This is an optimization exercise on Yosys and OpenROAD, whose aim is small area and a short achievable clock period, not a production implementation.
Where RTL was checked, it was by simulation tests only, not by an equivalence proof against the original.
Power and IR drop assume default switching activity.

## main
## spiMemory
module spiMemory
(
    input  logic clk,
    input  logic reset,
    input  logic sclk,
    input  logic csN,
    input  logic mosi,
    output logic miso,
    output logic misoEnable
);
Size: ~1700 cells after synthesis, about 25000 um^2 of cells after synthesis.
clock: 4.0 ns
lec_check: 0
abc_area: 1
cap_margin: 20
core_margin: 2
core_utilization: 75
cts_buf_list: sky130_fd_sc_hd__clkbuf_8
cts_cluster_diameter: 50
cts_cluster_size: 20
setup_slack_margin: 2.1
slew_margin: 20
standard.sh (not shown) runs the stock make flow with config.mk's settings and CLKGATE_MAP_FILE= SYNTH_SCRIPT=/design/flow/synth_recipe.tcl, a recipe that flattens the netlist after the stock synthesis.
==> flow/flow/run.sh <==
#!/bin/bash
# The standard layout, with a clock tree whose root and trunk use the strongest
# clock buffer; leaf clusters as in config.mk. Make's output goes to flow_make.log.
set -euo pipefail
export CTS_ARGS="-sink_clustering_enable -repair_clock_nets -sink_clustering_size 20 -sink_clustering_max_diameter 50 -buf_list sky130_fd_sc_hd__clkbuf_8 -root_buf sky130_fd_sc_hd__clkbuf_16 -tree_buf sky130_fd_sc_hd__clkbuf_16"
bash standard.sh finish > flow_make.log 2>&1
### main -> the feature branch
==> flow/flow/run.sh <==
#!/bin/bash
# The standard layout, with a clock tree whose root and trunk use the strongest
# clock buffer; leaf clusters as in config.mk. Make's output goes to flow_make.log.
set -euo pipefail
export CTS_ARGS="-sink_clustering_enable -repair_clock_nets -sink_clustering_size 18 -sink_clustering_max_diameter 45 -buf_list sky130_fd_sc_hd__clkbuf_8 -root_buf sky130_fd_sc_hd__clkbuf_16 -tree_buf sky130_fd_sc_hd__clkbuf_16"
bash standard.sh finish > flow_make.log 2>&1
-- flow/config.mk --
<<< main, line 12
export CTS_BUF_LIST = sky130_fd_sc_hd__clkbuf_8
export CTS_CLUSTER_DIAMETER = 50
export CTS_CLUSTER_SIZE = 20
export SETUP_SLACK_MARGIN = 2.1
>>> the feature branch, line 12
export CTS_BUF_LIST = sky130_fd_sc_hd__clkbuf_8
export CTS_CLUSTER_DIAMETER = 45
export CTS_CLUSTER_SIZE = 18
export SETUP_SLACK_MARGIN = 2.1
==> run notes <==
In the final reports, the cell area of the feature branch is larger than that of main. The run with more routed wire is the feature branch, not main. The core of the feature branch is more densely filled than that of main. Diff main -> the feature branch: met3 routing resource usage after global routing saw an increase, net count reported at finish saw an increase, CTS H-tree depth saw an increase.
No functional check of the RTL was part of any run of this note.

The RTL this note starts from:
==> flow/design.v <==
package spiPkg;
    localparam int addrWidth = 7;
    localparam int dataWidth = 8;
    localparam int memDepth = 128;
    localparam int debounceCycles = 3;
    localparam int debounceWidth = $clog2(debounceCycles);
    localparam int rawPinCount = 3;
    localparam logic [rawPinCount-1:0] rawPinsIdle = 3'b010;
    localparam int stateWidth = 3;
    localparam logic [stateWidth-1:0] stateIdle = 3'd0;
    localparam logic [stateWidth-1:0] stateAddressLoad = 3'd1;
    localparam logic [stateWidth-1:0] stateBranch = 3'd2;
    localparam logic [stateWidth-1:0] stateDataLoad = 3'd3;
    localparam logic [stateWidth-1:0] stateRead = 3'd4;
    localparam logic [stateWidth-1:0] stateWrite = 3'd5;
    localparam logic [stateWidth-1:0] stateWriteCommit = 3'd6;
    typedef struct packed {
        logic sclkRise;
        logic sclkFall;
        logic csN;
        logic mosi;
    } spiPins;
    typedef struct packed {
        logic addrLoad;     
        logic lastAddrBit;  
        logic addrLatch;    
        logic shiftLoad;    
        logic memWrite;     
    } ctrlStrobes;
endpackage
`timescale 1ns/100ps
import spiPkg::*;
module inputConditioner
(
    input  logic   clk,
    input  logic   reset,
    input  logic   sclk,
    input  logic   csN,
    input  logic   mosi,
    output spiPkg::spiPins pins
);
    logic [rawPinCount-1:0] rawPins;
    logic [rawPinCount-1:0] syncStage1;
    logic [rawPinCount-1:0] syncStage2;
    logic [rawPinCount-1:0] history1;
    logic [rawPinCount-1:0] history2;
    logic [rawPinCount-1:0] stablePins;
    logic                   sclkPrev;
    assign rawPins = {mosi, csN, sclk};
    always_ff @(posedge clk) begin
        if (reset) begin
            syncStage1 <= rawPinsIdle;
            syncStage2 <= rawPinsIdle;
            history1 <= rawPinsIdle;
            history2 <= rawPinsIdle;
        end else begin
            syncStage1 <= rawPins;
            syncStage2 <= syncStage1;
            history1 <= syncStage2;
            history2 <= history1;
        end
    end
    always_ff @(posedge clk) begin
        if (reset) begin
            stablePins <= rawPinsIdle;
        end else begin
            stablePins <= (syncStage2 & history1 & history2) |
                          (stablePins & (syncStage2 | history1 | history2));
        end
    end
    always_ff @(posedge clk) begin
        if (reset) begin
            sclkPrev <= 1'b0;
        end else begin
            sclkPrev <= stablePins[0];
        end
    end
    assign pins.sclkRise = stablePins[0] & ~sclkPrev;
    assign pins.sclkFall = ~stablePins[0] & sclkPrev;
    assign pins.csN = stablePins[1];
    assign pins.mosi = stablePins[2];
endmodule
`timescale 1ns/100ps
import spiPkg::*;
module shiftRegister
(
    input  logic                 clk,
    input  logic                 reset,
    input  spiPkg::spiPins               pins,
    input  spiPkg::ctrlStrobes           strobes,
    input  logic [dataWidth-1:0] parallelIn,
    output logic [dataWidth-1:0] parallelOut,
    output logic                 miso
);
    logic [dataWidth-1:0] shiftReg;
    always_ff @(posedge clk) begin
        if (reset) begin
            shiftReg <= '0;
        end else if (strobes.shiftLoad) begin
            shiftReg <= parallelIn;
        end else if (pins.sclkRise) begin
            shiftReg <= {shiftReg[dataWidth-2:0], pins.mosi};
        end
    end
    always_ff @(posedge clk) begin
        if (reset) begin
            miso <= 1'b0;
        end else if (pins.sclkFall) begin
            miso <= shiftReg[dataWidth-1];
        end
    end
    assign parallelOut = shiftReg;
endmodule
`timescale 1ns/100ps
import spiPkg::*;
module spiController
(
    input  logic       clk,
    input  logic       reset,
    input  spiPkg::spiPins     pins,
    input  logic       rwBit,
    output spiPkg::ctrlStrobes strobes,
    output logic       misoEnable
);
    logic [stateWidth-1:0] state;
    logic [2:0]            bitCount;
    always_ff @(posedge clk) begin
        if (reset || pins.csN) begin
            state <= stateIdle;
            bitCount <= '0;
            misoEnable <= 1'b0;
        end else begin
            case (state)
                stateIdle, stateWriteCommit: begin
                    state <= stateAddressLoad;
                    bitCount <= '0;
                end
                stateAddressLoad: begin
                    if (pins.sclkRise) begin
                        bitCount <= bitCount + 1'b1;
                        if (bitCount == 3'd7) begin
                            state <= stateBranch;
                        end
                    end
                end
                stateBranch: begin
                    state <= rwBit ? stateDataLoad : stateWrite;
                end
                stateDataLoad: begin
                    state <= stateRead;
                end
                stateRead: begin
                    if (pins.sclkFall) begin
                        if (!misoEnable) begin
                            misoEnable <= 1'b1;
                        end else begin
                            bitCount <= bitCount + 1'b1;
                            if (bitCount == 3'd7) begin
                                misoEnable <= 1'b0;
                                state <= stateIdle;
                            end
                        end
                    end
                end
                stateWrite: begin
                    if (pins.sclkRise) begin
                        bitCount <= bitCount + 1'b1;
                        if (bitCount == 3'd7) begin
                            state <= stateWriteCommit;
                        end
                    end
                end
                default: begin
                    state <= stateIdle;
                    bitCount <= '0;
                    misoEnable <= 1'b0;
                end
            endcase
        end
    end
    assign strobes.addrLoad = (state == stateAddressLoad);
    assign strobes.lastAddrBit = (bitCount == 3'd7);
    assign strobes.addrLatch = (state == stateBranch);
    assign strobes.shiftLoad = (state == stateDataLoad);
    assign strobes.memWrite = (state == stateWriteCommit);
endmodule
`timescale 1ns/100ps
import spiPkg::*;
module dataMemory
(
    input  logic                 clk,
    input  spiPkg::spiPins       pins,
    input  spiPkg::ctrlStrobes   strobes,
    input  logic [dataWidth-1:0] busIn,
    output logic [dataWidth-1:0] readData
);
    logic [dataWidth-1:0] mem [memDepth];
    logic [addrWidth-1:0] addrReg;
    always_ff @(posedge clk) begin
        if (strobes.addrLatch) begin
            addrReg <= busIn[dataWidth-1 -: addrWidth];
        end
        if (strobes.memWrite) begin
            mem[addrReg] <= busIn;
        end
    end
    assign readData = mem[addrReg];
endmodule
`timescale 1ns/100ps
import spiPkg::*;
module spiMemory
(
    input  logic clk,
    input  logic reset,
    input  logic sclk,
    input  logic csN,
    input  logic mosi,
    output logic miso,
    output logic misoEnable
);
    spiPkg::spiPins       pins;
    spiPkg::ctrlStrobes   strobes;
    logic [dataWidth-1:0] parallelOut;
    logic [dataWidth-1:0] readData;
    logic                 rwBit;
    inputConditioner i_inputConditioner (
        .clk   (clk),
        .reset (reset),
        .sclk  (sclk),
        .csN   (csN),
        .mosi  (mosi),
        .pins  (pins)
    );
    assign rwBit = parallelOut[0];
    spiController i_spiController (
        .clk        (clk),
        .reset      (reset),
        .pins       (pins),
        .rwBit      (rwBit),
        .strobes    (strobes),
        .misoEnable (misoEnable)
    );
    shiftRegister i_shiftRegister (
        .clk         (clk),
        .reset       (reset),
        .pins        (pins),
        .strobes     (strobes),
        .parallelIn  (readData),
        .parallelOut (parallelOut),
        .miso        (miso)
    );
    dataMemory i_dataMemory (
        .clk      (clk),
        .pins     (pins),
        .strobes  (strobes),
        .busIn    (parallelOut),
        .readData (readData)
    );
endmodule
Settings: LEC_CHECK=0, CAP_MARGIN=20, CORE_MARGIN=2, CORE_UTILIZATION=70, CTS_BUF_LIST=sky130_fd_sc_hd__clkbuf_8, CTS_CLUSTER_DIAMETER=45, CTS_CLUSTER_SIZE=18, SETUP_SLACK_MARGIN=1.5, SLEW_MARGIN=20; clock period 4.0 ns.
run.sh (not shown) runs the stock make flow with config.mk's settings and CLKGATE_MAP_FILE= SYNTH_SCRIPT=/design/flow/synth_recipe.tcl, a recipe that flattens the netlist after the stock synthesis.
Stock flow here: none of the scripts above is used.
Next try:
SETUP_SLACK_MARGIN = 2.0   (was 1.5)
The changed run produced a clean layout.
Wire length rose by 5.7%.
Non-clock buffer count rose by 77.
Utilization is higher by 3.5 points.
Clock power goes up by 18%.
Design area grows by 4.4%.
Die area does not change.
Power increases by 6.5%.
Sequential share of layout area went down by 2.8 points.
Via count came out higher by 3.3%.
Hold slack gets worse by 29 ps.

-- re-timing with driven ports --
How much do the figures lean on ideal ports? The routed layouts below were timed once more, with nothing changed but the port constraints. Step 1: set_driving_cell puts a clkbuf_16 on clk and a buf_2 on each other input, an assumption about the parent block. Step 2 adds t to the input delays and takes it off the output delays; t is the mean of the earliest and latest rising clock arrival at the registers after step 1. Input paths then give back, and output paths get back, about the clock's delay inside the block. a / b / c = ideal ports / drivers / drivers and shift; a / b = the first two.
run	t (ns)	setup WS [ns]	slew at the worst register clock pin (ns)	cell pins on the clock port's net
main	0.625	2.139 / 2.087 / 1.618	0.12 / 0.12	1
the feature branch	0.617	2.144 / 2.092 / 1.620	0.11 / 0.11	1
the first run of note 2	0.776	1.252 / 1.252 / 0.922	0.11 / 0.11	1
the second run of note 2	0.815	1.557 / 1.557 / 1.101	0.11 / 0.11	1
After both steps every run listed still meets setup and hold. For the feature branch, which loses most, drivers alone change the setup slack by -0.052 ns; drivers and shift together by -0.524 ns.
